This is an optimization exercise on Yosys and OpenROAD, whose aim is a short achievable clock period and few clock cycles, not a production implementation. In this exercise RTL edits were held to simulation tests only and were not proved equivalent to the original. Power figures rest on the tool's default switching activity, not on a simulated workload.

File: config.mk
export PLATFORM = sky130hd
export DESIGN_NAME = hart
export DESIGN_NICKNAME = hart
export VERILOG_FILES = /design/flow/design.v
export SDC_FILE = /design/flow/constraint.sdc
export NUM_CORES = 4
export LEC_CHECK = 0
export ABC_CLOCK_PERIOD_IN_PS = 3000
export CAP_MARGIN = 20
export CORE_MARGIN = 2
export CORE_UTILIZATION = 50
export PLACE_DENSITY = 0.7
export SETUP_SLACK_MARGIN = 4.5
export SLEW_MARGIN = 20
export TNS_END_PERCENT = 10
File: constraint.sdc
create_clock -name core_clock -period 8.0 [get_ports {i_clk}]
set_input_delay 1.6000 -clock core_clock [delete_from_list [all_inputs] [get_ports {i_clk}]]
set_output_delay 1.6000 -clock core_clock [all_outputs]
set_load 0.01 [all_outputs]
File: design.v
`timescale 1ns/1ps
package hart_pkg;
  typedef logic [31:0] word_t;
  typedef logic [4:0]  reg_addr_t;
  localparam word_t RESET_ADDR = 32'h0000_0000;
  localparam logic [6:0] OPC_OP     = 7'b0110011;
  localparam logic [6:0] OPC_OP_IMM = 7'b0010011;
  localparam logic [6:0] OPC_LUI    = 7'b0110111;
  localparam logic [6:0] OPC_BRANCH = 7'b1100011;
  localparam word_t EBREAK_INST = 32'h0010_0073;
  localparam int IC_IDX_W = 6;
  localparam int IC_LINES = 1 << IC_IDX_W;
  localparam int IC_TAG_W = 12 - IC_IDX_W - 2;
  localparam int PREFETCH_AHEAD = 40;
endpackage
`timescale 1ns/1ps
module fetch_unit (
  input  logic  i_clk,
  input  logic  i_rst,
  input  hart_pkg::word_t i_imem_dat,
  input  logic  i_imem_ack,
  input  logic  i_redirect,
  input  logic  i_taken,
  input  hart_pkg::word_t i_x_target,
  input  hart_pkg::word_t i_x_pc4,
  input  logic  i_halt,
  output logic  o_imem_cyc,
  output logic  o_imem_stb,
  output hart_pkg::word_t o_imem_adr,
  output logic  o_valid,
  output hart_pkg::word_t o_pc,
  output hart_pkg::word_t o_inst,
  output logic  o_pred,
  output logic [31:0] o_rs1_oh,
  output logic [31:0] o_rs2_oh
);
  localparam int IW = hart_pkg::IC_IDX_W;
  localparam int TW = hart_pkg::IC_TAG_W;
  localparam int NL = hart_pkg::IC_LINES;
  localparam int LW = 1 + 1 + 4 + 12 + 32;
  logic            busy_q;
  hart_pkg::word_t adr_q;
  logic            halted_q;
  logic            f_valid_q;
  hart_pkg::word_t f_adr_q;
  hart_pkg::word_t f_data_q;
  logic [NL-1:0]   f_oh_q;
  logic [NL-1:0]           c_val;
  logic [NL-1:0][TW-1:0]   c_tag;
  logic [NL-1:0][LW-1:0]   c_line;
  logic [NL-1:0][47:0]     c_words;
  hart_pkg::word_t pc_q;
  logic [NL-1:0]   pc_oh_q;
  logic            d_valid_q;
  hart_pkg::word_t d_pc_q;
  hart_pkg::word_t d_inst_q;
  logic            d_pred_q;
  logic [31:0]     d_rs1_oh_q;
  logic [31:0]     d_rs2_oh_q;
  logic [11:0]     d_tlo_q;
  hart_pkg::reg_addr_t d_rdw_q;
  logic [NL-1:0]   x_t_oh_q;
  logic [NL-1:0]   x_4_oh_q;
  logic            x_t_held_q;
  logic            x_4_held_q;
  hart_pkg::word_t out_adr_q;
  assign o_imem_cyc = busy_q;
  assign o_imem_stb = busy_q;
  assign o_imem_adr = out_adr_q;
  assign o_valid  = d_valid_q;
  assign o_pc     = d_pc_q;
  assign o_inst   = d_inst_q;
  assign o_pred   = d_pred_q;
  assign o_rs1_oh = d_rs1_oh_q;
  assign o_rs2_oh = d_rs2_oh_q;
  function automatic logic [NL-1:0] dec(input logic [IW-1:0] i);
    dec = '0;
    dec[i] = 1'b1;
  endfunction
  function automatic logic [NL-1:0] rotl(input logic [NL-1:0] v);
    rotl = {v[NL-2:0], v[NL-1]};
  endfunction
  function automatic logic [3:0] pd(input hart_pkg::word_t w);
    logic op, opimm, lui, br;
    op    = (w[6:0] == hart_pkg::OPC_OP) &&
            ((w[31:25] == 7'b0000000) ||
             ((w[31:25] == 7'b0100000) && ((w[14:12] == 3'b000) || (w[14:12] == 3'b101))));
    opimm = (w[6:0] == hart_pkg::OPC_OP_IMM) &&
            ((w[14:12] == 3'b001) ? (w[31:25] == 7'b0000000) :
             (w[14:12] == 3'b101) ? ({w[31], w[29:25]} == 6'b000000) : 1'b1);
    lui   = (w[6:0] == hart_pkg::OPC_LUI);
    br    = (w[6:0] == hart_pkg::OPC_BRANCH) && (w[14:13] == 2'b00);
    pd    = {op || opimm || br, op || br, br, (op || opimm || lui) && (w[11:7] != 5'd0)};
  endfunction
  function automatic hart_pkg::word_t imm_b(input hart_pkg::word_t w);
    imm_b = {{19{w[31]}}, w[31], w[7], w[30:25], w[11:8], 1'b0};
  endfunction
  logic [12:0]     f_tlo;
  logic            f_pred;
  logic [3:0]      f_pd;
  assign f_pd = pd(f_data_q);
  logic            l_valid_q;
  logic [9:0]      l_idx_q;
  hart_pkg::reg_addr_t l_rdw_q;
  logic            f_seq;
  logic            f_match;
  logic            f_dep;
  assign f_seq   = l_valid_q && ((l_idx_q + 10'd1) == f_adr_q[11:2]);
  assign f_match = (l_rdw_q != 5'd0) &&
                   ((f_pd[3] && (f_data_q[19:15] == l_rdw_q)) ||
                    (f_pd[2] && (f_data_q[24:20] == l_rdw_q)));
  assign f_dep   = !f_pd[1] && (f_pd[3] || f_pd[2]) && (!f_seq || f_match);
  always_ff @(posedge i_clk) begin
    if (i_rst) begin
      l_valid_q <= 1'b0;
    end else if (f_valid_q) begin
      l_valid_q <= 1'b1;
    end
  end
  always_ff @(posedge i_clk) begin
    if (f_valid_q) begin
      l_idx_q <= f_adr_q[11:2];
      l_rdw_q <= f_pd[0] ? f_data_q[11:7] : 5'd0;
    end
  end
  assign f_tlo  = {1'b0, f_adr_q[11:0]} +
                  {f_data_q[31], f_data_q[7], f_data_q[30:25], f_data_q[11:8], 1'b0};
  assign f_pred = (f_data_q[6:0] == hart_pkg::OPC_BRANCH) && (f_data_q[14:13] == 2'b00) &&
                  f_data_q[31];
  always_ff @(posedge i_clk) begin
    if (i_rst) begin
      f_valid_q <= 1'b0;
    end else begin
      f_valid_q <= busy_q && i_imem_ack;
    end
  end
  always_ff @(posedge i_clk) begin
    f_adr_q  <= adr_q;
    f_data_q <= i_imem_dat;
    f_oh_q   <= dec(adr_q[IW+1:2]);
  end
  for (genvar i = 0; i < NL; i++) begin : g_line
    always_ff @(posedge i_clk) begin
      if (i_rst) begin
        c_val[i] <= 1'b0;
      end else if (f_valid_q && f_oh_q[i]) begin
        c_val[i] <= 1'b1;
      end
    end
    always_ff @(posedge i_clk) begin
      if (f_valid_q && f_oh_q[i]) begin
        c_tag[i]  <= f_adr_q[11:IW+2];
        c_line[i] <= {f_pred, f_dep, f_pd, f_tlo[11:0], f_data_q};
      end
    end
    assign c_words[i] = c_line[i][47:0];
  end
  logic [LW-1:0]   line;
  logic [TW:0]     pc_vt;
  logic            bus_hit;
  logic            f_hit;
  logic            c_hit;
  logic            hit;
  hart_pkg::word_t word;
  logic            pred;
  hart_pkg::word_t tgt;
  hart_pkg::word_t pc4;
  logic            issue;
  onehot_mux #(.W(LW), .N(NL), .L(IW)) u_line_mux (
    .i_sel  (pc_oh_q),
    .i_data (c_line),
    .o_data (line)
  );
  lookup #(.NL(NL), .TW(TW), .IW(IW)) u_pc_look (
    .i_sel (pc_oh_q),
    .i_val (c_val),
    .i_tag (c_tag),
    .o_vt  (pc_vt)
  );
  prefix_adder u_pc4 (
    .i_a    (pc_q),
    .i_b    (32'd4),
    .i_cin  (1'b0),
    .o_sum  (pc4),
    .o_cout ()
  );
  assign bus_hit = busy_q && i_imem_ack && (adr_q[11:2] == pc_q[11:2]);
  assign f_hit   = f_valid_q && (f_adr_q[11:2] == pc_q[11:2]);
  assign c_hit   = pc_vt[TW] && (pc_vt[TW-1:0] == pc_q[11:IW+2]);
  assign hit     = bus_hit || f_hit || c_hit;
  always_comb begin
    if (bus_hit) begin
      word = i_imem_dat;
      pred = 1'b0;
    end else if (f_hit) begin
      word = f_data_q;
      pred = 1'b0;
    end else begin
      word = line[31:0];
      pred = line[49];
    end
  end
  assign tgt = {pc_q[31:12], line[43:32]};
  logic [3:0]      wpd;
  logic            haz;
  function automatic logic reads_d(input hart_pkg::word_t w, input logic [3:0] p);
    reads_d = !p[1] && ((p[3] && (w[19:15] == d_rdw_q)) || (p[2] && (w[24:20] == d_rdw_q)));
  endfunction
  logic [3:0]      bus_pd;
  assign bus_pd = pd(i_imem_dat);
  assign wpd = bus_hit ? bus_pd : f_hit ? f_pd : line[47:44];
  assign haz = d_valid_q && (d_rdw_q != 5'd0) &&
               (bus_hit ? reads_d(i_imem_dat, bus_pd) :
                f_hit   ? reads_d(f_data_q, f_pd) : line[48]);
  assign issue = hit && !haz && !halted_q && !i_halt;
  logic [47:0]     line_t;
  logic [47:0]     line_4;
  logic            r_hit;
  logic [47:0]     r_line;
  onehot_mux #(.W(48), .N(NL), .L(IW)) u_t_mux (
    .i_sel  (x_t_oh_q),
    .i_data (c_words),
    .o_data (line_t)
  );
  onehot_mux #(.W(48), .N(NL), .L(IW)) u_4_mux (
    .i_sel  (x_4_oh_q),
    .i_data (c_words),
    .o_data (line_4)
  );
  assign r_hit  = (i_taken ? x_t_held_q : x_4_held_q) && !halted_q && !i_halt;
  hart_pkg::word_t i_x_target4;
  hart_pkg::word_t i_x_pc8;
  prefix_adder u_t4 (.i_a(i_x_target), .i_b(32'd4), .i_cin(1'b0), .o_sum(i_x_target4),
                     .o_cout());
  prefix_adder u_p8 (.i_a(i_x_pc4), .i_b(32'd4), .i_cin(1'b0), .o_sum(i_x_pc8), .o_cout());
  assign r_line = i_taken ? line_t : line_4;
  always_ff @(posedge i_clk) begin
    if (i_rst) begin
      pc_q      <= hart_pkg::RESET_ADDR;
      pc_oh_q   <= dec(hart_pkg::RESET_ADDR[IW+1:2]);
      d_valid_q <= 1'b0;
    end else if (i_redirect) begin
      if (r_hit) begin
        pc_q    <= i_taken ? i_x_target4 : i_x_pc8;
        pc_oh_q <= i_taken ? rotl(x_t_oh_q) : rotl(x_4_oh_q);
      end else begin
        pc_q    <= i_taken ? i_x_target : i_x_pc4;
        pc_oh_q <= i_taken ? x_t_oh_q : x_4_oh_q;
      end
      d_valid_q <= r_hit;
    end else begin
      d_valid_q <= issue;
      if (issue) begin
        if (pred) begin
          pc_q    <= tgt;
          pc_oh_q <= dec(line[IW+33:34]);
        end else begin
          pc_q    <= pc4;
          pc_oh_q <= rotl(pc_oh_q);
        end
      end
    end
  end
  hart_pkg::word_t d_word;
  logic [11:0]     bus_tlo;
  logic [11:0]     tlo;
  logic [11:0]     d_tlo;
  assign bus_tlo = pc_q[11:0] + {i_imem_dat[7], i_imem_dat[30:25], i_imem_dat[11:8], 1'b0};
  assign tlo     = bus_hit ? bus_tlo : f_hit ? f_tlo[11:0] : line[43:32];
  assign d_word  = i_redirect ? r_line[31:0] : word;
  assign d_tlo   = i_redirect ? r_line[43:32] : tlo;
  logic [3:0]      d_pd;
  assign d_pd = i_redirect ? r_line[47:44] : wpd;
  always_ff @(posedge i_clk) begin
    d_pc_q     <= i_redirect ? (i_taken ? i_x_target : i_x_pc4) : pc_q;
    d_inst_q   <= d_word;
    d_pred_q   <= !i_redirect && pred;
    d_rs1_oh_q <= 32'b1 << d_word[19:15];
    d_rs2_oh_q <= 32'b1 << d_word[24:20];
    d_tlo_q    <= d_tlo;
    d_rdw_q    <= d_pd[0] ? d_word[11:7] : 5'd0;
  end
  logic [NL-1:0]   d_t_oh;
  logic [NL-1:0]   d_4_oh;
  logic [TW-1:0]   d_t_tag;
  logic [TW-1:0]   d_4_tag;
  logic [TW:0]     d_t_vt;
  logic [TW:0]     d_4_vt;
  logic [11:0]     d_4_lo;
  assign d_4_lo  = d_pc_q[11:0] + 12'd4;
  assign d_t_oh  = dec(d_tlo_q[IW+1:2]);
  assign d_4_oh  = dec(d_4_lo[IW+1:2]);
  assign d_t_tag = d_tlo_q[11:IW+2];
  assign d_4_tag = d_4_lo[11:IW+2];
  lookup #(.NL(NL), .TW(TW), .IW(IW)) u_t_look (
    .i_sel (d_t_oh),
    .i_val (c_val),
    .i_tag (c_tag),
    .o_vt  (d_t_vt)
  );
  lookup #(.NL(NL), .TW(TW), .IW(IW)) u_4_look (
    .i_sel (d_4_oh),
    .i_val (c_val),
    .i_tag (c_tag),
    .o_vt  (d_4_vt)
  );
  always_ff @(posedge i_clk) begin
    x_t_oh_q   <= d_t_oh;
    x_4_oh_q   <= d_4_oh;
    x_t_held_q <= d_t_vt[TW] && (d_t_vt[TW-1:0] == d_t_tag) &&
                  !(f_valid_q && ((f_oh_q & d_t_oh) != '0));
    x_4_held_q <= d_4_vt[TW] && (d_4_vt[TW-1:0] == d_4_tag) &&
                  !(f_valid_q && ((f_oh_q & d_4_oh) != '0));
  end
  logic            bus_free;
  logic            need_pc;
  logic            miss_q;
  always_ff @(posedge i_clk) begin
    if (i_rst) begin
      miss_q <= 1'b0;
    end else begin
      miss_q <= !hit && !i_redirect;
    end
  end
  logic            need_t;
  logic            need_4;
  logic            need_r;
  logic [IW-1:0]   ahead;
  logic            may_prefetch;
  hart_pkg::word_t seq;
  function automatic logic coming(input hart_pkg::word_t a);
    coming = (f_valid_q && (f_adr_q[11:2] == a[11:2])) || (busy_q && (adr_q[11:2] == a[11:2]));
  endfunction
  prefix_adder u_seq (
    .i_a    (adr_q),
    .i_b    (32'd4),
    .i_cin  (1'b0),
    .o_sum  (seq),
    .o_cout ()
  );
  assign bus_free = !busy_q || i_imem_ack;
  assign need_pc  = miss_q && !coming(pc_q);
  assign need_t   = !x_t_held_q && !coming(i_x_target);
  assign need_4   = !x_4_held_q && !coming(i_x_pc4);
  assign need_r   = i_taken ? need_t : need_4;
  assign ahead        = seq[IW+1:2] - pc_q[IW+1:2];
  assign may_prefetch = (ahead < IW'(hart_pkg::PREFETCH_AHEAD));
  always_ff @(posedge i_clk) begin
    if (i_rst) begin
      busy_q    <= 1'b0;
      adr_q     <= hart_pkg::RESET_ADDR - 32'd4;
      out_adr_q <= '0;
      halted_q  <= 1'b0;
    end else begin
      if (i_halt) halted_q <= 1'b1;
      if (bus_free) begin
        if (halted_q || i_halt) begin
          busy_q    <= 1'b0;
          out_adr_q <= '0;
        end else if (i_redirect && need_r) begin
          busy_q    <= 1'b1;
          adr_q     <= i_taken ? i_x_target : i_x_pc4;
          out_adr_q <= i_taken ? i_x_target : i_x_pc4;
        end else if (!i_redirect && need_pc) begin
          busy_q    <= 1'b1;
          adr_q     <= pc_q;
          out_adr_q <= pc_q;
        end else if (may_prefetch) begin
          busy_q    <= 1'b1;
          adr_q     <= seq;
          out_adr_q <= seq;
        end else begin
          busy_q    <= 1'b0;
          out_adr_q <= '0;
        end
      end
    end
  end
endmodule
module lookup #(
  parameter int NL = 64,
  parameter int TW = 4,
  parameter int IW = 6
) (
  input  logic [NL-1:0] i_sel,
  input  logic [NL-1:0] i_val,
  input  logic [NL-1:0][TW-1:0] i_tag,
  output logic [TW:0]   o_vt
);
  logic [NL-1:0][TW:0] vt;
  for (genvar i = 0; i < NL; i++) begin : g_vt
    assign vt[i] = {i_val[i], i_tag[i]};
  end
  onehot_mux #(.W(TW + 1), .N(NL), .L(IW)) u_mux (
    .i_sel  (i_sel),
    .i_data (vt),
    .o_data (o_vt)
  );
endmodule
module onehot_mux #(
  parameter int W = 32,
  parameter int N = 64,
  parameter int L = 6
) (
  input  logic [N-1:0] i_sel,
  input  logic [N-1:0][W-1:0] i_data,
  output logic [W-1:0] o_data
);
  logic [(2 << L)-1:1][W-1:0] t;
  for (genvar k = 1; k < (2 << L); k++) begin : g_node
    if (k >= (1 << L)) begin : g_leaf
      if (k - (1 << L) < N) begin : g_in
        assign t[k] = {W{i_sel[k - (1 << L)]}} & i_data[k - (1 << L)];
      end else begin : g_pad
        assign t[k] = '0;
      end
    end else begin : g_or
      assign t[k] = t[2*k] | t[2*k+1];
    end
  end
  assign o_data = t[1];
endmodule
`timescale 1ns/1ps
module reg_file (
  input  logic      i_clk,
  input  logic      i_rst,
  input  logic [31:0] i_rs1_oh,
  input  logic [31:0] i_rs2_oh,
  input  logic      i_we,
  input  hart_pkg::reg_addr_t i_waddr,
  input  hart_pkg::word_t     i_wdata,
  output hart_pkg::word_t     o_rs1_data,
  output hart_pkg::word_t     o_rs2_data
);
  logic [31:0][31:0] regs;
  assign regs[0] = '0;
  for (genvar i = 1; i < 32; i++) begin : g_reg
    hart_pkg::word_t q;
    always_ff @(posedge i_clk) begin
      if (i_rst) begin
        q <= '0;
      end else if (i_we && (i_waddr == 5'(i))) begin
        q <= i_wdata;
      end
    end
    assign regs[i] = q;
  end
  onehot_mux #(.W(32), .N(32), .L(5)) u_rd1 (
    .i_sel  (i_rs1_oh),
    .i_data (regs),
    .o_data (o_rs1_data)
  );
  onehot_mux #(.W(32), .N(32), .L(5)) u_rd2 (
    .i_sel  (i_rs2_oh),
    .i_data (regs),
    .o_data (o_rs2_data)
  );
endmodule
`timescale 1ns/1ps
module decode_unit (
  input  logic      i_clk,
  input  logic      i_rst,
  input  logic      i_valid,
  input  hart_pkg::word_t     i_pc,
  input  hart_pkg::word_t     i_inst,
  input  logic      i_pred,
  input  logic [31:0] i_rs1_oh,
  input  logic [31:0] i_rs2_oh,
  input  logic      i_flush,
  input  logic      i_wb_we,
  input  hart_pkg::reg_addr_t i_wb_addr,
  input  hart_pkg::word_t     i_wb_data,
  output logic      o_x_valid,
  output hart_pkg::word_t     o_x_pc,
  output hart_pkg::word_t     o_x_pc4,
  output hart_pkg::word_t     o_x_target,
  output logic      o_x_cross,
  output hart_pkg::word_t     o_x_inst,
  output logic      o_x_pred,
  output logic [8:0] o_x_sel,
  output logic      o_x_sub,
  output logic      o_x_alt,
  output hart_pkg::reg_addr_t o_x_rs1_addr,
  output hart_pkg::reg_addr_t o_x_rs2_addr,
  output hart_pkg::word_t     o_x_a,
  output hart_pkg::word_t     o_x_add_b,
  output logic      o_x_b31,
  output hart_pkg::word_t     o_x_sh_a,
  output logic [4:0] o_x_sh_amt,
  output hart_pkg::word_t     o_x_b,
  output hart_pkg::word_t     o_x_rs2_data,
  output logic      o_x_fwd_a,
  output logic      o_x_fwd_2,
  output hart_pkg::word_t     o_x_xor,
  output hart_pkg::reg_addr_t o_x_rd_addr,
  output logic      o_x_rd_we,
  output logic      o_x_is_branch,
  output logic      o_x_branch_ne,
  output logic      o_x_ebreak
);
  localparam int IW = hart_pkg::IC_IDX_W;
  hart_pkg::word_t w;
  logic is_op, is_opimm, is_lui, is_br;
  logic ok_op, ok_opimm;
  logic use1, use2, use_imm;
  hart_pkg::reg_addr_t rs1, rs2, rd;
  logic rd_we;
  hart_pkg::word_t rf1, rf2, rs1_data, rs2_data, imm;
  hart_pkg::word_t op_b;
  logic sub, shift;
  logic [2:0] f3;
  hart_pkg::word_t imm_b;
  hart_pkg::word_t pc4, target;
  hart_pkg::word_t rb1, rb2;
  assign w = i_inst;
  assign ok_op = (w[31:25] == 7'b0000000) ||
                 ((w[31:25] == 7'b0100000) && ((w[14:12] == 3'b000) || (w[14:12] == 3'b101)));
  assign ok_opimm = (w[14:12] == 3'b001) ? (w[31:25] == 7'b0000000) :
                    (w[14:12] == 3'b101) ? ({w[31], w[29:25]} == 6'b000000) : 1'b1;
  assign is_op    = (w[6:0] == hart_pkg::OPC_OP) && ok_op;
  assign is_opimm = (w[6:0] == hart_pkg::OPC_OP_IMM) && ok_opimm;
  assign is_lui   = (w[6:0] == hart_pkg::OPC_LUI);
  assign is_br    = (w[6:0] == hart_pkg::OPC_BRANCH) && (w[14:13] == 2'b00);
  assign use1    = is_op || is_opimm || is_br;
  assign use2    = is_op || is_br;
  assign use_imm = is_opimm || is_lui;
  assign rs1     = use1 ? w[19:15] : 5'd0;
  assign rs2     = use2 ? w[24:20] : 5'd0;
  assign rd      = w[11:7];
  assign rd_we   = (is_op || is_opimm || is_lui) && (rd != 5'd0);
  assign imm     = is_lui ? {w[31:12], 12'b0} : {{20{w[31]}}, w[31:20]};
  assign imm_b   = {{19{w[31]}}, w[31], w[7], w[30:25], w[11:8], 1'b0};
  prefix_adder u_pc4 (.i_a(i_pc), .i_b(32'd4), .i_cin(1'b0), .o_sum(pc4), .o_cout());
  prefix_adder u_tgt (.i_a(i_pc), .i_b(imm_b), .i_cin(1'b0), .o_sum(target), .o_cout());
  reg_file u_reg_file (
    .i_clk      (i_clk),
    .i_rst      (i_rst),
    .i_rs1_oh   (i_rs1_oh),
    .i_rs2_oh   (i_rs2_oh),
    .i_we       (i_wb_we),
    .i_waddr    (i_wb_addr),
    .i_wdata    (i_wb_data),
    .o_rs1_data (rf1),
    .o_rs2_data (rf2)
  );
  assign rb1      = (i_wb_we && (i_wb_addr == w[19:15])) ? i_wb_data : rf1;
  assign rb2      = (i_wb_we && (i_wb_addr == w[24:20])) ? i_wb_data : rf2;
  assign rs1_data = {32{use1}} & rb1;
  assign rs2_data = {32{use2}} & rb2;
  assign f3    = w[14:12];
  assign op_b  = use_imm ? imm : rs2_data;
  assign sub   = !is_lui && ((f3 == 3'b010) || (f3 == 3'b011) || ((f3 == 3'b000) && is_op && w[30]));
  assign shift = !is_lui && ((f3 == 3'b001) || (f3 == 3'b101));
  always_ff @(posedge i_clk) begin
    if (i_rst || i_flush) begin
      o_x_valid     <= 1'b0;
      o_x_rd_we     <= 1'b0;
      o_x_is_branch <= 1'b0;
      o_x_pred      <= 1'b0;
      o_x_ebreak    <= 1'b0;
    end else begin
      o_x_valid     <= i_valid;
      o_x_rd_we     <= i_valid && rd_we;
      o_x_is_branch <= i_valid && is_br;
      o_x_pred      <= i_valid && i_pred;
      o_x_ebreak    <= i_valid && (w == hart_pkg::EBREAK_INST);
    end
  end
  always_ff @(posedge i_clk) begin
    o_x_pc        <= i_pc;
    o_x_pc4       <= pc4;
    o_x_target    <= target;
    o_x_cross     <= (target[31:12] != i_pc[31:12]);
    o_x_inst      <= w;
    o_x_sel       <= is_lui ? 9'b1_0000_0000 :
                     {1'b0, f3 == 3'b111, f3 == 3'b110, f3 == 3'b100, f3 == 3'b101,
                      f3 == 3'b011, f3 == 3'b010, f3 == 3'b001, f3 == 3'b000};
    o_x_sub       <= sub;
    o_x_alt       <= (is_op && w[30]) || (is_opimm && w[30] && (w[14:12] == 3'b101));
    o_x_rs1_addr  <= rs1;
    o_x_rs2_addr  <= rs2;
    o_x_a         <= rs1_data;
    o_x_add_b     <= sub ? ~op_b : op_b;
    o_x_b31       <= op_b[31];
    o_x_sh_a      <= shift ? rs1_data : '0;
    o_x_sh_amt    <= op_b[4:0];
    o_x_b         <= op_b;
    o_x_rs2_data  <= rs2_data;
    o_x_rd_addr   <= rd;
    o_x_xor       <= rs1_data ^ rs2_data;
    o_x_fwd_a     <= o_x_rd_we && (o_x_rd_addr == rs1);
    o_x_fwd_2     <= o_x_rd_we && (o_x_rd_addr == rs2);
    o_x_branch_ne <= w[12];
  end
endmodule
`timescale 1ns/1ps
module execute_unit (
  input  logic      i_clk,
  input  logic      i_rst,
  input  logic      i_x_valid,
  input  hart_pkg::word_t     i_x_pc,
  input  hart_pkg::word_t     i_x_pc4,
  input  hart_pkg::word_t     i_x_target,
  input  logic      i_x_cross,
  input  hart_pkg::word_t     i_x_inst,
  input  logic      i_x_pred,
  input  logic [8:0] i_x_sel,
  input  logic      i_x_sub,
  input  logic      i_x_alt,
  input  hart_pkg::reg_addr_t i_x_rs1_addr,
  input  hart_pkg::reg_addr_t i_x_rs2_addr,
  input  hart_pkg::word_t     i_x_a,
  input  hart_pkg::word_t     i_x_add_b,
  input  logic      i_x_b31,
  input  hart_pkg::word_t     i_x_sh_a,
  input  logic [4:0] i_x_sh_amt,
  input  hart_pkg::word_t     i_x_b,
  input  hart_pkg::word_t     i_x_rs2_data,
  input  hart_pkg::reg_addr_t i_x_rd_addr,
  input  logic      i_x_fwd_a,
  input  logic      i_x_fwd_2,
  input  hart_pkg::word_t     i_x_xor,
  input  logic      i_x_rd_we,
  input  logic      i_x_is_branch,
  input  logic      i_x_branch_ne,
  input  logic      i_x_ebreak,
  output logic      o_redirect,
  output logic      o_taken,
  output logic      o_halt,
  output logic      o_wb_we,
  output hart_pkg::reg_addr_t o_wb_addr,
  output hart_pkg::word_t     o_wb_data,
  output logic      o_retire_valid,
  output hart_pkg::word_t     o_retire_inst,
  output hart_pkg::word_t     o_retire_pc,
  output hart_pkg::word_t     o_retire_next_pc,
  output hart_pkg::reg_addr_t o_retire_rs1_raddr,
  output hart_pkg::reg_addr_t o_retire_rs2_raddr,
  output hart_pkg::word_t     o_retire_rs1_rdata,
  output hart_pkg::word_t     o_retire_rs2_rdata,
  output hart_pkg::reg_addr_t o_retire_rd_waddr,
  output hart_pkg::word_t     o_retire_rd_wdata,
  output logic      o_retire_halt
);
  hart_pkg::word_t op_a, op_2, alu;
  logic taken;
  logic [4:0] sh;
  logic            w_valid_q;
  logic            w_halt_q;
  hart_pkg::word_t w_inst_q;
  hart_pkg::word_t w_pc_q;
  hart_pkg::word_t w_next_pc_q;
  hart_pkg::reg_addr_t w_rs1_addr_q;
  hart_pkg::reg_addr_t w_rs2_addr_q;
  hart_pkg::word_t w_rs1_data_q;
  hart_pkg::word_t w_rs2_data_q;
  logic            w_we_q;
  hart_pkg::reg_addr_t w_rd_q;
  hart_pkg::word_t w_data_q;
  hart_pkg::reg_addr_t r_rd_q;
  hart_pkg::word_t r_data_q;
  assign op_a = i_x_a;
  assign op_2 = i_x_rs2_data;
  assign sh   = i_x_sh_amt;
  hart_pkg::word_t sum;
  logic            cout;
  logic            lt_s;
  logic            lt_u;
  prefix_adder u_add (
    .i_a   (op_a),
    .i_b   (i_x_add_b),
    .i_cin (i_x_sub),
    .o_sum (sum),
    .o_cout(cout)
  );
  assign lt_u = !cout;
  assign lt_s = (op_a[31] != i_x_b31) ? op_a[31] : sum[31];
  always_comb begin
    alu = ({32{i_x_sel[0]}} & sum) |
          ({32{i_x_sel[1]}} & (i_x_sh_a << sh)) |
          ({32{i_x_sel[2]}} & {31'b0, lt_s}) |
          ({32{i_x_sel[3]}} & {31'b0, lt_u}) |
          ({32{i_x_sel[4]}} & (i_x_alt ? 32'($signed(i_x_sh_a) >>> sh) : (i_x_sh_a >> sh))) |
          ({32{i_x_sel[5]}} & (op_a ^ i_x_b)) |
          ({32{i_x_sel[6]}} & (op_a | i_x_b)) |
          ({32{i_x_sel[7]}} & (op_a & i_x_b)) |
          ({32{i_x_sel[8]}} & i_x_b);
  end
  hart_pkg::word_t br_a, br_2;
  assign br_a  = i_x_fwd_a ? w_data_q : op_a;
  assign br_2  = i_x_fwd_2 ? w_data_q : op_2;
  logic eq;
  always_comb begin
    case ({i_x_fwd_a, i_x_fwd_2})
      2'b10:   eq = (w_data_q == op_2);
      2'b01:   eq = (op_a == w_data_q);
      2'b11:   eq = 1'b1;
      default: eq = (i_x_xor == '0);
    endcase
  end
  assign taken = i_x_is_branch && (eq != i_x_branch_ne);
  assign o_redirect = i_x_valid && ((taken != i_x_pred) || (taken && i_x_cross));
  assign o_taken    = taken;
  assign o_halt     = i_x_valid && i_x_ebreak;
  always_ff @(posedge i_clk) begin
    if (i_rst) begin
      w_valid_q <= 1'b0;
      w_halt_q  <= 1'b0;
      w_we_q    <= 1'b0;
      r_rd_q    <= '0;
    end else begin
      w_valid_q <= i_x_valid;
      w_halt_q  <= i_x_valid && i_x_ebreak;
      w_we_q    <= i_x_valid && i_x_rd_we;
      r_rd_q    <= (i_x_valid && i_x_rd_we) ? i_x_rd_addr : 5'd0;
    end
  end
  always_ff @(posedge i_clk) begin
    w_data_q     <= alu;
    w_rd_q       <= i_x_rd_we ? i_x_rd_addr : 5'd0;
    r_data_q     <= {32{i_x_valid && i_x_rd_we}} & alu;
    w_inst_q     <= i_x_inst;
    w_pc_q       <= i_x_pc;
    w_next_pc_q  <= taken ? i_x_target : i_x_pc4;
    w_rs1_addr_q <= i_x_rs1_addr;
    w_rs2_addr_q <= i_x_rs2_addr;
    w_rs1_data_q <= br_a;
    w_rs2_data_q <= br_2;
  end
  assign o_wb_we   = w_we_q;
  assign o_wb_addr = w_rd_q;
  assign o_wb_data = w_data_q;
  assign o_retire_valid     = w_valid_q;
  assign o_retire_inst      = w_inst_q;
  assign o_retire_pc        = w_pc_q;
  assign o_retire_next_pc   = w_next_pc_q;
  assign o_retire_rs1_raddr = w_rs1_addr_q;
  assign o_retire_rs2_raddr = w_rs2_addr_q;
  assign o_retire_rs1_rdata = w_rs1_data_q;
  assign o_retire_rs2_rdata = w_rs2_data_q;
  assign o_retire_rd_waddr  = r_rd_q;
  assign o_retire_rd_wdata  = r_data_q;
  assign o_retire_halt      = w_halt_q;
endmodule
module prefix_adder (
  input  hart_pkg::word_t i_a,
  input  hart_pkg::word_t i_b,
  input  logic            i_cin,
  output hart_pkg::word_t o_sum,
  output logic            o_cout
);
  logic [31:0] g [6];
  logic [31:0] p [6];
  logic [31:0] p0;
  assign p0 = i_a ^ i_b;
  always_comb begin
    g[0] = i_a & i_b;
    p[0] = p0;
    g[0][0] = (i_a[0] & i_b[0]) | (p0[0] & i_cin);
    for (int l = 1; l < 6; l++) begin
      for (int i = 0; i < 32; i++) begin
        if (i >= (1 << (l - 1))) begin
          g[l][i] = g[l-1][i] | (p[l-1][i] & g[l-1][i - (1 << (l - 1))]);
          p[l][i] = p[l-1][i] & p[l-1][i - (1 << (l - 1))];
        end else begin
          g[l][i] = g[l-1][i];
          p[l][i] = p[l-1][i];
        end
      end
    end
  end
  assign o_sum  = p0 ^ {g[5][30:0], i_cin};
  assign o_cout = g[5][31];
endmodule
`timescale 1ns/1ps
module hart (
  input  logic      i_clk,
  input  logic      i_rst,
  output logic      o_imem_cyc,
  output logic      o_imem_stb,
  output hart_pkg::word_t     o_imem_adr,
  input  hart_pkg::word_t     i_imem_dat,
  input  logic      i_imem_ack,
  output logic      o_retire_valid,
  output hart_pkg::word_t     o_retire_inst,
  output hart_pkg::word_t     o_retire_pc,
  output hart_pkg::word_t     o_retire_next_pc,
  output hart_pkg::reg_addr_t o_retire_rs1_raddr,
  output hart_pkg::reg_addr_t o_retire_rs2_raddr,
  output hart_pkg::word_t     o_retire_rs1_rdata,
  output hart_pkg::word_t     o_retire_rs2_rdata,
  output hart_pkg::reg_addr_t o_retire_rd_waddr,
  output hart_pkg::word_t     o_retire_rd_wdata,
  output logic      o_retire_halt
);
  localparam int NL = hart_pkg::IC_LINES;
  logic      fd_valid;
  hart_pkg::word_t     fd_pc;
  hart_pkg::word_t     fd_inst;
  logic      fd_pred;
  logic [31:0] fd_rs1_oh;
  logic [31:0] fd_rs2_oh;
  logic      redirect;
  logic      taken;
  logic      halt;
  logic      wb_we;
  hart_pkg::reg_addr_t wb_addr;
  hart_pkg::word_t     wb_data;
  logic      x_valid;
  hart_pkg::word_t     x_pc;
  hart_pkg::word_t     x_pc4;
  hart_pkg::word_t     x_target;
  logic      x_cross;
  hart_pkg::word_t     x_inst;
  logic      x_pred;
  logic [8:0] x_sel;
  logic      x_sub;
  logic      x_alt;
  hart_pkg::reg_addr_t x_rs1_addr;
  hart_pkg::reg_addr_t x_rs2_addr;
  hart_pkg::word_t     x_a;
  hart_pkg::word_t     x_add_b;
  logic      x_b31;
  hart_pkg::word_t     x_sh_a;
  logic [4:0] x_sh_amt;
  hart_pkg::word_t     x_b;
  hart_pkg::word_t     x_rs2_data;
  logic      x_fwd_a;
  logic      x_fwd_2;
  hart_pkg::word_t     x_xor;
  hart_pkg::reg_addr_t x_rd_addr;
  logic      x_rd_we;
  logic      x_is_branch;
  logic      x_branch_ne;
  logic      x_ebreak;
  fetch_unit u_fetch (
    .i_clk         (i_clk),
    .i_rst         (i_rst),
    .i_imem_dat    (i_imem_dat),
    .i_imem_ack    (i_imem_ack),
    .i_redirect    (redirect),
    .i_taken       (taken),
    .i_x_target    (x_target),
    .i_x_pc4       (x_pc4),
    .i_halt        (halt),
    .o_imem_cyc    (o_imem_cyc),
    .o_imem_stb    (o_imem_stb),
    .o_imem_adr    (o_imem_adr),
    .o_valid       (fd_valid),
    .o_pc          (fd_pc),
    .o_inst        (fd_inst),
    .o_pred        (fd_pred),
    .o_rs1_oh      (fd_rs1_oh),
    .o_rs2_oh      (fd_rs2_oh)
  );
  decode_unit u_decode (
    .i_clk         (i_clk),
    .i_rst         (i_rst),
    .i_valid       (fd_valid),
    .i_pc          (fd_pc),
    .i_inst        (fd_inst),
    .i_pred        (fd_pred),
    .i_rs1_oh      (fd_rs1_oh),
    .i_rs2_oh      (fd_rs2_oh),
    .i_flush       (redirect || halt),
    .i_wb_we       (wb_we),
    .i_wb_addr     (wb_addr),
    .i_wb_data     (wb_data),
    .o_x_valid     (x_valid),
    .o_x_pc        (x_pc),
    .o_x_pc4       (x_pc4),
    .o_x_target    (x_target),
    .o_x_cross     (x_cross),
    .o_x_inst      (x_inst),
    .o_x_pred      (x_pred),
    .o_x_sel       (x_sel),
    .o_x_sub       (x_sub),
    .o_x_alt       (x_alt),
    .o_x_rs1_addr  (x_rs1_addr),
    .o_x_rs2_addr  (x_rs2_addr),
    .o_x_a         (x_a),
    .o_x_add_b     (x_add_b),
    .o_x_b31       (x_b31),
    .o_x_sh_a      (x_sh_a),
    .o_x_sh_amt    (x_sh_amt),
    .o_x_b         (x_b),
    .o_x_rs2_data  (x_rs2_data),
    .o_x_fwd_a     (x_fwd_a),
    .o_x_fwd_2     (x_fwd_2),
    .o_x_xor       (x_xor),
    .o_x_rd_addr   (x_rd_addr),
    .o_x_rd_we     (x_rd_we),
    .o_x_is_branch (x_is_branch),
    .o_x_branch_ne (x_branch_ne),
    .o_x_ebreak    (x_ebreak)
  );
  execute_unit u_execute (
    .i_clk         (i_clk),
    .i_rst         (i_rst),
    .i_x_valid     (x_valid),
    .i_x_pc        (x_pc),
    .i_x_pc4       (x_pc4),
    .i_x_target    (x_target),
    .i_x_cross     (x_cross),
    .i_x_inst      (x_inst),
    .i_x_pred      (x_pred),
    .i_x_sel       (x_sel),
    .i_x_sub       (x_sub),
    .i_x_alt       (x_alt),
    .i_x_rs1_addr  (x_rs1_addr),
    .i_x_rs2_addr  (x_rs2_addr),
    .i_x_a         (x_a),
    .i_x_add_b     (x_add_b),
    .i_x_b31       (x_b31),
    .i_x_sh_a      (x_sh_a),
    .i_x_sh_amt    (x_sh_amt),
    .i_x_b         (x_b),
    .i_x_rs2_data  (x_rs2_data),
    .i_x_rd_addr   (x_rd_addr),
    .i_x_fwd_a     (x_fwd_a),
    .i_x_fwd_2     (x_fwd_2),
    .i_x_xor       (x_xor),
    .i_x_rd_we     (x_rd_we),
    .i_x_is_branch (x_is_branch),
    .i_x_branch_ne (x_branch_ne),
    .i_x_ebreak    (x_ebreak),
    .o_redirect    (redirect),
    .o_taken       (taken),
    .o_halt        (halt),
    .o_wb_we       (wb_we),
    .o_wb_addr     (wb_addr),
    .o_wb_data     (wb_data),
    .o_retire_valid     (o_retire_valid),
    .o_retire_inst      (o_retire_inst),
    .o_retire_pc        (o_retire_pc),
    .o_retire_next_pc   (o_retire_next_pc),
    .o_retire_rs1_raddr (o_retire_rs1_raddr),
    .o_retire_rs2_raddr (o_retire_rs2_raddr),
    .o_retire_rs1_rdata (o_retire_rs1_rdata),
    .o_retire_rs2_rdata (o_retire_rs2_rdata),
    .o_retire_rd_waddr  (o_retire_rd_waddr),
    .o_retire_rd_wdata  (o_retire_rd_wdata),
    .o_retire_halt      (o_retire_halt)
  );
endmodule
File: run.sh
#!/bin/bash
# synth_recipe.tcl (not shown) runs the flow's synth.tcl, then flattens the netlist and writes it again
# the make line also repeats each setting of config.mk as NAME=value (left out here)
make -C /OpenROAD-flow-scripts/flow DESIGN_CONFIG=/design/flow/config.mk WORK_HOME=/design/flow/orfs CLKGATE_MAP_FILE= SYNTH_SCRIPT=/design/flow/synth_recipe.tcl finish
==> flow_metrics.py <==
metrics = {
    "outcome": {
        "lastStage": "5_1_grt",
        "error": "[ERROR GRT-0116] Global routing finished with congestion. Check the congestion regions in the DRC Viewer.",
        "status": "did not finish",
    },
    "logic_synthesis": {
        "synthTopCellsByArea": "edfxtp_1 39%, dfxtp_1 18%, a22o_1 6.8%",
        "synth-seq-area-share_pct": 56.8,
        "ys_ff_latch": 5473,
        "yosysUniqueCellTypes": 117,
        "synth_edf_count": 3279,
        "synth_most_common_cell": "edfxtp_1",
        "synth_top_area_share_pct": 39.3,
        "ys_async_sr_fraction_pct": 0,
        "synth.avg_cell_area_um2": 11.1,
        "syn_area_um2": 251000,
        "ys_warn_count": 7,
        "syn_nets": 22700,
        "synthFlopType": "edfxtp_1",
        "netlist_instances": 22500,
        "yosys.area.top_type": "edfxtp_1",
        "synth_commonest_cells": "3,279 x edfxtp_1, 2,563 x nand2_1, 2,194 x dfxtp_1, 1,950 x a22o_1, 1,939 x a221oi_1",
    },
    "cts": {
        "ctsLongestPathBuffers": 4,
        "h-tree-depth": 6,
        "cts_num_sinks": 5473,
        "root_buffer": "clkbuf_16",
        "cts_hold_buf": 0,
        "cts_inserted_buffers": 584,
    },
    "floorplan": {
        "initial_core_util_pct": 50.1,
        "num_rows": 260,
        "ios": 278,
        "die_h_um": 712,
        "die_w_um": 712,
    },
    "grt": {
        "grt_pass1_vias": 273000,
        "track_usage_pct": 84.2,
        "grt_max_degree": 253,
        "grt-ovfl-total": 20,
        "grt_first_pass_wirelength_mm": 2840,
    },
    "placement": {
        "routabilityCongestion": 1.20,
        "placed_area_um2": 265000,
        "hpwl_mm": 1240,
        "port_buffers": 277,
    },
}
[how the worst min path moves through the flow]
| stage | startpoint | end | slack (ns) | cells after the start |
|---|---|---|---|---|
| 4_1_cts | u_decode.o_x_rs2_addr[0]$_DFF_P_ | u_execute.w_rs2_addr_q[0]$_DFF_P_ | 0.32 | 0 |
| 3_5_place_dp | u_decode.o_x_inst[14]$_DFF_P_ | u_execute.w_inst_q[14]$_DFF_P_ | 0.31 | 0 |
| 3_3_place_gp | u_decode.o_x_pc[21]$_DFF_P_ | u_execute.w_pc_q[21]$_DFF_P_ | 0.31 | 0 |
| 2_1_floorplan | u_fetch.d_pc_q[0]$_DFF_P_ | u_decode.o_x_pc[0]$_DFF_P_ | 0.31 | 0 |
[per-layer routing]
layer / overflow / global-route usage [%]
met1: 2 / 85.6
met2: 2 / 92.4
met3: 10 / 77.6
met4: 5 / 79.5
met5: 1 / 59.5
[through the flow]
stage	power (uW)	utilization (%)	hold slack [ns]	cells	setup slack, ns
floorplan	33500	-	0.310	22500	3.79
global placement	35100	53.0	0.311	28500	1.65
detailed placement	35200	53.1	0.312	28500	1.71
CTS	63500	59.2	0.324	30100	3.91
[power groups by stage]
stage	clock, uW	combinational, uW	sequential (uW)
after CTS	28500	3490	31500
after detailed placement	0	3060	32100
after global placement	0	3010	32100
after floorplan	0	1480	32100
[logic make-up after synthesis]
kind of cell	Yosys count	share of synthesized area, %
flops	5473	56.8
fa+ha+maj	180	0.913
xor+xnor	439	1.60
mux	407	1.86
buf+inv	2338	3.62
compound gates	8079	24.8
simple gates	5582	10.4
[what timing repair did]
action                                   CTS
cloned                                    57
pin swaps                                253
gates resized for setup                  999
buffers inserted                         532
endpoints found under the setup margin  1622
Testbench counts, summed over its fixed seeds: cycles 61,523.
